From an optimization exercise on the open Yosys and OpenROAD flow, aimed at small area, a short achievable clock period and few clock cycles per item; shortcuts taken in it are not production practice. Function was checked by simulation only, so behaviour that the tests miss may differ from the original. Power figures rest on the tool's default switching activity, not on a simulated workload.

### design/flow/design.v
package alu_pkg;
  localparam logic [2:0] SHIFT_REG   = 3'b000;
  localparam logic [2:0] ARITH_LOGIC = 3'b001;
  localparam logic [2:0] MUL         = 3'b010;
  localparam logic [2:0] ADD  = 3'b000;
  localparam logic [2:0] HADD = 3'b001;
  localparam logic [2:0] SUB  = 3'b010;
  localparam logic [2:0] NOT  = 3'b011;
  localparam logic [2:0] AND  = 3'b100;
  localparam logic [2:0] OR   = 3'b101;
  localparam logic [2:0] XOR  = 3'b110;
  localparam logic [2:0] LHG  = 3'b111;
  localparam logic [2:0] SHRGHTART = 3'b011;
  localparam logic [2:0] MULHI = 3'b001;
endpackage
module alu_mul_seq (
  input  logic        clock,
  input  logic        init,     
  input  logic        step,     
  input  logic [31:0] a,        
  input  logic [7:0]  b,        
  input  logic [31:0] b_in,     
  output logic [7:0]  lo_in,    
  output logic [31:0] hi_a,
  output logic [31:0] hi_b
);
  localparam int AW = 42;                         
  localparam logic [31:0] UNBIAS = 32'h55555556;  
  logic [33:0] s_r, c_r;
  logic        bp_r;    
  logic        cy_r;    
  logic [8:0]    win;
  logic [33:0]   pp0, pp1, pp2, pp3;
  logic [AW-1:0] r0, r1, r2, r3, r4, r5;
  logic [AW-1:0] as, ac, bs, bc, cs, cc, ds, dc;
  logic [8:0]    low;
  logic [33:0]   neg_pre;
  assign win = {b, bp_r};
  function automatic logic [33:0] booth_pp(input logic [2:0] w, input logic [31:0] x);
    logic        neg, one, two;
    logic [33:0] sel;
    neg = w[2];
    one = w[0] ^ w[1];
    two = (w[2] & ~w[1] & ~w[0]) | (~w[2] & w[1] & w[0]);
    sel = ({34{one}} & {{2{x[31]}}, x}) | ({34{two}} & {x[31], x, 1'b0});
    sel = sel ^ {34{neg}};
    booth_pp = {~sel[33], sel[32:0]};
  endfunction
  assign pp0 = booth_pp(win[2:0], a);
  assign pp1 = booth_pp(win[4:2], a);
  assign pp2 = booth_pp(win[6:4], a);
  assign pp3 = booth_pp(win[8:6], a);
  assign r0 = AW'(s_r);
  assign r1 = AW'(c_r);
  assign r2 = AW'(pp0);
  assign r3 = AW'({pp1, 2'b00});
  assign r4 = AW'({pp2, 4'b0000});
  assign r5 = AW'({pp3, 6'b000000});
  assign as = r0 ^ r1 ^ r2;
  assign ac = ((r0 & r1) | (r0 & r2) | (r1 & r2)) << 1;
  assign bs = r3 ^ r4 ^ r5;
  assign bc = ((r3 & r4) | (r3 & r5) | (r4 & r5)) << 1;
  assign cs = as ^ ac ^ bs;
  assign cc = ((as & ac) | (as & bs) | (ac & bs)) << 1;
  assign ds = cs ^ cc ^ bc;
  assign dc = ((cs & cc) | (cs & bc) | (cc & bc)) << 1;
  assign low   = {1'b0, ds[7:0]} + {1'b0, dc[7:1], cy_r};
  assign lo_in = low[7:0];
  always_comb begin
    neg_pre = '0;
    for (int k = 0; k < 16; k++) neg_pre[2*k] = b_in[2*k+1];
  end
  always_ff @(posedge clock) begin
    if (init) begin
      s_r  <= neg_pre;
      c_r  <= '0;
      bp_r <= 1'b0;
      cy_r <= 1'b0;
    end else if (step) begin
      s_r  <= ds[AW-1:8];
      c_r  <= dc[AW-1:8];
      bp_r <= b[7];
      cy_r <= low[8];
    end
  end
  assign hi_a = s_r[31:0] ^ c_r[31:0] ^ UNBIAS;
  assign hi_b = {(s_r[30:0] & c_r[30:0]) | (s_r[30:0] & UNBIAS[30:0]) | (c_r[30:0] & UNBIAS[30:0]), cy_r};
endmodule
module alu_pipe #(
  parameter  int WIDTH = 32,
  localparam int SHW   = $clog2(WIDTH)
) (
  input  logic             clock,
  input  logic             reset,
  input  logic             in_valid,
  output logic             in_ready,
  input  logic [WIDTH-1:0] aluin1,
  input  logic [WIDTH-1:0] aluin2,
  input  logic [2:0]       opselect,
  input  logic [2:0]       operation,
  input  logic [SHW-1:0]   shift_number,
  output logic             out_valid,
  input  logic             out_ready,
  output logic [WIDTH-1:0] aluout,
  output logic             carryout,
  output logic             overflow,
  output logic             zero,
  output logic             illegal
);
  logic        r_valid;
  logic [31:0] r_a, r_b;
  logic [2:0]  r_op;
  logic [4:0]  r_n;
  logic        r_arith, r_hadd, r_sub, r_logic, r_shift, r_mul, r_ill;
  logic [2:0]  cnt_r;
  logic        d_sel_al, d_shift, d_mul;
  logic        in_fire_s, out_free_s, r_leave_s, fin_s, step_s;
  logic [7:0]  lo_in;
  logic [31:0] m_hi_a, m_hi_b;
  assign d_sel_al = (opselect == alu_pkg::ARITH_LOGIC);
  assign d_shift  = (opselect == alu_pkg::SHIFT_REG) && !(operation[2] && operation[1]);
  assign d_mul    = (opselect == alu_pkg::MUL) && (operation[2:1] == 2'b00);
  assign fin_s      = r_mul && cnt_r[2];
  assign step_s     = r_valid && r_mul && !cnt_r[2];
  assign out_free_s = !out_valid || out_ready;
  assign r_leave_s  = r_valid && (!r_mul || cnt_r[2]) && out_free_s;
  assign in_ready   = !r_valid || r_leave_s;
  assign in_fire_s  = in_valid && in_ready;
  always_ff @(posedge clock or posedge reset) begin
    if (reset) begin
      r_valid <= 1'b0;
    end else if (in_ready) begin
      r_valid <= in_valid;
    end
  end
  always_ff @(posedge clock) begin
    if (in_fire_s) begin
      r_a     <= aluin1;
      r_op    <= operation;
      r_n     <= shift_number;
      r_arith <= d_sel_al && (operation == alu_pkg::ADD || operation == alu_pkg::HADD ||
                              operation == alu_pkg::SUB);
      r_hadd  <= d_sel_al && (operation == alu_pkg::HADD);
      r_sub   <= d_sel_al && (operation == alu_pkg::SUB);
      r_logic <= d_sel_al && (operation[2] || operation[1:0] == 2'b11);
      r_shift <= d_shift;
      r_mul   <= d_mul;
      r_ill   <= !(d_sel_al || d_shift || d_mul);
    end
    if (in_fire_s) begin
      r_b <= aluin2;
    end else if (step_s) begin
      r_b <= {lo_in, r_b[31:8]};
    end
    if (in_fire_s) begin
      cnt_r <= 3'd0;
    end else if (step_s) begin
      cnt_r <= cnt_r + 3'd1;
    end
  end
  alu_mul_seq u_mul (
    .clock (clock),
    .init  (in_fire_s),
    .step  (step_s),
    .a     (r_a),
    .b     (r_b[7:0]),
    .b_in  (aluin2),
    .lo_in (lo_in),
    .hi_a  (m_hi_a),
    .hi_b  (m_hi_b)
  );
  logic [31:0] op_a, op_b, sum;
  logic        c32, cy_ar, ov_ar, z_ar, z_hi, z_hi1;
  always_comb begin
    if (r_mul) begin
      op_a = m_hi_a;
      op_b = m_hi_b;
    end else begin
      op_a = {r_hadd ? {16{r_a[15]}} : r_a[31:16], r_a[15:0]};
      op_b = {r_hadd ? {16{r_b[15]}} : (r_b[31:16] ^ {16{r_sub}}), r_b[15:0] ^ {16{r_sub}}};
    end
  end
  assign {c32, sum} = {1'b0, op_a} + {1'b0, op_b} + {32'd0, r_sub};
  assign cy_ar = r_hadd ? (sum[16] ^ op_a[16] ^ op_b[16]) : (c32 ^ r_sub);
  assign ov_ar = !r_hadd && (op_a[31] == op_b[31]) && (sum[31] != op_a[31]);
  assign z_ar  = &(~(op_a ^ op_b ^ {op_a[30:0] | op_b[30:0], r_sub}));
  assign z_hi  = &(~(m_hi_a ^ m_hi_b ^ {m_hi_a[30:0] | m_hi_b[30:0], 1'b0}));
  assign z_hi1 = &(~(m_hi_a ^ m_hi_b ^ {m_hi_a[30:0] | m_hi_b[30:0], 1'b1}));
  logic [31:0] lres;
  always_comb begin
    case (r_op)
      alu_pkg::NOT: lres = ~r_a;
      alu_pkg::AND: lres = r_a & r_b;
      alu_pkg::OR:  lres = r_a | r_b;
      alu_pkg::XOR: lres = r_a ^ r_b;
      alu_pkg::LHG: lres = {r_b[15:0], 16'h0000};
      default:      lres = 32'd0;
    endcase
  end
  logic        left, sra;
  logic [4:0]  m;
  logic [31:0] s0, s1, s2, s3, rot, mask_l, mask_r, keep, zkeep, sres;
  logic        cy_sh, z_sh;
  assign left  = r_op[2] ? !r_op[0] : !r_op[1];
  assign sra   = (r_op == alu_pkg::SHRGHTART) && r_a[31];
  assign m     = left ? (5'd0 - r_n) : r_n;
  assign s0    = m[0] ? {r_a[0],   r_a[31:1]} : r_a;
  assign s1    = m[1] ? {s0[1:0],  s0[31:2]}  : s0;
  assign s2    = m[2] ? {s1[3:0],  s1[31:4]}  : s1;
  assign s3    = m[3] ? {s2[7:0],  s2[31:8]}  : s2;
  assign rot   = m[4] ? {s3[15:0], s3[31:16]} : s3;
  always_comb begin
    for (int i = 0; i < 32; i++) begin
      mask_l[i]      = (5'(i) >= r_n);
      mask_r[31 - i] = (5'(i) >= r_n);
    end
  end
  assign keep  = r_op[2] ? 32'hFFFFFFFF : (left ? mask_l : mask_r);
  assign zkeep = r_op[2] ? 32'hFFFFFFFF : (left ? mask_r : mask_l);
  assign sres  = (rot & keep) | ({32{sra}} & ~keep);
  assign cy_sh = (r_n != 5'd0) && (left ? rot[0] : rot[31]);
  assign z_sh  = !(|(r_a & zkeep));
  logic [31:0] res_s;
  logic        cy_s, ov_s, z_s;
  always_comb begin
    res_s = 32'd0;
    cy_s  = 1'b0;
    ov_s  = 1'b0;
    z_s   = 1'b1;
    if (r_mul) begin
      res_s = r_op[0] ? sum : r_b;
      ov_s  = !r_op[0] && !(r_b[31] ? z_hi1 : z_hi);
      z_s   = r_op[0] ? z_hi : !(|r_b);
    end else if (r_arith) begin
      res_s = sum;
      cy_s  = cy_ar;
      ov_s  = ov_ar;
      z_s   = z_ar;
    end else if (r_logic) begin
      res_s = lres;
      z_s   = !(|lres);
    end else if (r_shift) begin
      res_s = sres;
      cy_s  = cy_sh;
      z_s   = z_sh;
    end
  end
  always_ff @(posedge clock or posedge reset) begin
    if (reset) begin
      out_valid <= 1'b0;
    end else if (out_free_s) begin
      out_valid <= r_leave_s;
    end
  end
  always_ff @(posedge clock) begin
    if (r_leave_s) begin
      aluout   <= res_s;
      carryout <= cy_s;
      overflow <= ov_s;
      zero     <= z_s;
      illegal  <= r_ill;
    end
  end
endmodule
### design/flow/run.sh
#!/bin/bash
# synth_recipe.tcl (not shown) runs the flow's synth.tcl, then flattens the netlist and writes it again
# the make line also repeats each setting of config.mk as NAME=value (left out here)
make -C /OpenROAD-flow-scripts/flow DESIGN_CONFIG=/design/flow/config.mk WORK_HOME=/design/flow/orfs CLKGATE_MAP_FILE= SYNTH_SCRIPT=/design/flow/synth_recipe.tcl finish
### design/flow/config.mk
export PLATFORM = sky130hd
export DESIGN_NAME = alu_pipe
export DESIGN_NICKNAME = alu_pipe
export VERILOG_FILES = /design/flow/design.v
export SDC_FILE = /design/flow/constraint.sdc
export NUM_CORES = 4
export LEC_CHECK = 0
export CAP_MARGIN = 20
export CORE_MARGIN = 2
export CORE_UTILIZATION = 30
export SLEW_MARGIN = 20
### design/flow/constraint.sdc
create_clock -name core_clock -period 6.0 [get_ports {clock}]
set_input_delay 1.2000 -clock core_clock [delete_from_list [all_inputs] [get_ports {clock}]]
set_output_delay 1.2000 -clock core_clock [all_outputs]
set_load 0.01 [all_outputs]
==> summary.txt <==
-- cells in the final DEF, fill, tap and decap left out, drive strengths merged, types with 6 or more instances in the layout --
master         synthesis  layout
nand2b                16      16
and2                   6       6
a221oi                58      58
a211oi                68      68
o21ai                208     208
o221ai                16      16
mux2                  28      28
clkinv                15      19
o311a                 39      39
clkbuf               270      18
nand4                 19      19
nor2                 211     211
nor2b                  8       8
nand2                406     406
xor2                  84      84
dfxtp                 53      53
o21a                  11      11
xnor2                 59      59
ha                   214     214
a21o                  15      15
edfxtp               131     131
o2111ai                6       6
clkdlybuf4s50          0     116
o31ai                 54      54
nand3                 16      16
o211ai                 6       6
a21oi                459     459
or2                    6       6
mux4                  32      32
mux2i                116     116
a31oi                 12      12
a22oi                 61      61
inv                  317     325
fa                   125     125
o22ai                110     110
buf                   71      86
nor4                  20      20
nor3                  28      28
-- sequential cells by signal, summed over array words and instances, names as in the netlist, 3 cells and up --
register   flops
u_mul.c_r     32
cnt_r          3
u_mul.s_r     32
r_op           3
r_b           32
r_n            5
aluout        32
r_a           32
-- layer usage --
layer	global-route usage [%]	vias up	wire length, µm	share of wire (%)
met5	0	-	27	0.022
met4	13.9	4	7480	6.0
met3	6.16	376	14200	11
met2	39.8	1862	52700	43
met1	35.8	13200	49500	40
li1	-	12000	-	-
-- report_power, final --
part / switching (µW) / internal, µW
clock: 657 / 591
combinational: 10300 / 6250
sequential: 816 / 2100
-- logic make-up after synthesis --
kind of cell,share of synthesized area [%]
AO/OA/AOI/OAI,27.1
XOR/XNOR,4.70
adder cells (fa/ha/maj),19.5
buffers and inverters,9.60
flip-flops,18.9
multiplexers,8.34
AND/OR/NAND/NOR,11.8
-- layout make-up --
| type | instances | area share, % |
|---|---|---|
| multi-input cells | 2583 | 65.3 |
| flip-flops and latches | 186 | 17.2 |
| repair buffers | 202 | 6.29 |
| well taps | 1165 | 4.97 |
| inverters | 332 | 4.27 |
| clock buffers | 18 | 1.46 |
| clock inverters | 14 | 0.537 |
-- worst max path at each step --
stage / from / to / slack, ns / cells after the start
2_1_floorplan: out_ready / r_a[0] / 0.11 / 7
3_3_place_gp: r_hadd / overflow / 1.24 / 15
3_5_place_dp: r_hadd / aluout[29] / 1.18 / 15
4_1_cts: r_hadd / aluout[29] / 1.15 / 15
5_1_grt: r_hadd / overflow / 0.74 / 15
6_report: r_a[3] / r_b[31] / 1.01 / 15
-- per-stage QoR --
step	power, µW	hold WS, ns	worst slack [ns]	cells	area, µm²
after global placement	18900	0.407	1.24	4468	28700
after floorplan	13400	0.400	0.115	3442	26700
after CTS	20300	0.430	1.15	4500	29300
after global routing	22400	0.443	0.744	4500	29300
after detailed placement	19000	0.410	1.18	4468	28700
final	20700	0.427	1.01	4500	29300
==> out/results.ini <==
[outcome]
status=complete, no violations

[routing]
finalWirelength_um=124000
final_antenna_net_count=0
via_per_inst=6.10
vias=27500
firstDrtPassIters=7
initialDrtViolationCount=4399
routedWlPerCell_um=27.5
remaining_drc_errors=0

[hold_path]
hold_class=reg -> reg
whs_path_depth=0
hold_path_startpoint=r_ill
min_to=illegal

[timing]
setup_tns_ns=0
rsz0062_at_grt=false
drv_slew=0
finalHoldViolations=0
fin_skew_ns=0.0243
fin_crit_sh_pct=83.2
maxSlewHeadroom_pct=16.4
min_period_ns=4.99
max_slew.worst_pin.slew_ns=1.25
setup_viol=0
clock.fmax_mhz=200

[power]
pwr_density_cell_nw_per_um2=707
p_leak_uw=0.0118
vdd_ir_drop_max_uv=497

[yosys]
synth-seq-cells=186
synth_most_common_cell=a21oi_1
synth-async-reset-ratio_pct=1.08
synth_common_cells=a21oi_1 (459), nand2_1 (406), inv_1 (308), clkbuf_1 (270), ha_1 (214)
synth.avg_cell_area_um2=7.74
syn_nets=3860
synth_area_leaders=edfxtp_1 (15%), ha_1 (10%), fa_1 (9.4%), a21oi_1 (8.6%), nand2_1 (5.7%)
yosys_warnings=2
synth-edff-count=131
yosys.area.top_type=edfxtp_1
synth_cell_types=84
netlist.area_leader.share_pct=14.8
synthFlopType=edfxtp_1
syn-cell-area_um2=26700
synthCells=3442
ys_seq_area_share_pct=18.9

[grt]
grt-ovfl-total=0
grt_max_degree=195
grt_pass1_wl_um=178000
antenna_found_initial=6
first_global_vias=25200
track_usage_pct=26.7

[placed_design]
port_buffers=116
dp_hpwl_um=91900
place_congestion=1.04

[clock_network]
numCtsBuffers=17
htree_num_levels=4
root_buffer=clkbuf_16
clkLatencyLatePin_ns=0.54
cts_max_path_buffers=2
cts_tree=done
clkTransAtPathRegs_ns=0.09
numClockSinks=186
ctsHoldBuffers=0
post_cts_buffers=0
cts_resized=0

[critical_path]
crit_path_end_kind=flip-flop
cpPeakStageDelay_ns=0.99
worstPathCellList=inv_1, nor2_1, nand2_1, o31ai_1, a21oi_1, fa_1, fa_1, ha_1, ha_1, a41o_1, a21oi_1, o21ai_0, a21oi_1, xor2_1, o21ai_0
slowest_stage=edfxtp_1
crit_fanout=17
ff2ff_path_depth=15
critPathBufInv=1
critical_path.top_delay_family=adder cells
r2r-start=r_a[3]
cpMostUsedCell=a21oi_1
cp.arrival_ns=5.24
worstSetupStartpointType=flip-flop
required_ns=6.25
r2r_setup_slack_ns=1.01
path_class=reg -> reg
reg2reg_to=r_b[31]

[floorplanning]
die_w_um=302
io_pins=117
coreArea_um2=88200
fp.dieH_um=302
dieArea_um2=91300
num_rows=109
start_util_pct=30.2

[final_layout]
utilization_pct=33.2
diodes=0
layout.nets=3740
multi_input_area_um2=19100
n_fill_cell=9329
regArea_um2=5050
area_delta_synth_final_pct=10.0
final_layout_size_suffix_gt1_share_pct=6.45

[flow_run]
drv_cap=0

Testbench counts, summed over its fixed seeds: cycles 47,732, ops 32,000.

## separate check: timing with driven ports
In the flow no input, the clock included, has a driving cell. The finished layout below was timed again as built, in two steps. Step 1, drivers: a clkbuf_16 drives clock and a buf_2 each remaining input, both assumed. Step 2 adds t to the input delays and takes it off the output delays; t is the mean of the earliest and latest rising clock arrival at the registers after step 1. Input paths then give back, and output paths get back, about the clock's delay inside the block. Slacks: ideal / step 1 / step 2; pairs: ideal / step 1.
t (ns): 0.589
slack for setup (ns): 1.008 / 1.008 / 1.008
worst setup path after step 2: register to register
worst register clock-pin slew, ns: 0.09 / 0.09
After both steps setup and hold are still met in this run. For this run, drivers alone change the setup slack by 0.000 ns; drivers and shift together by 0.000 ns.
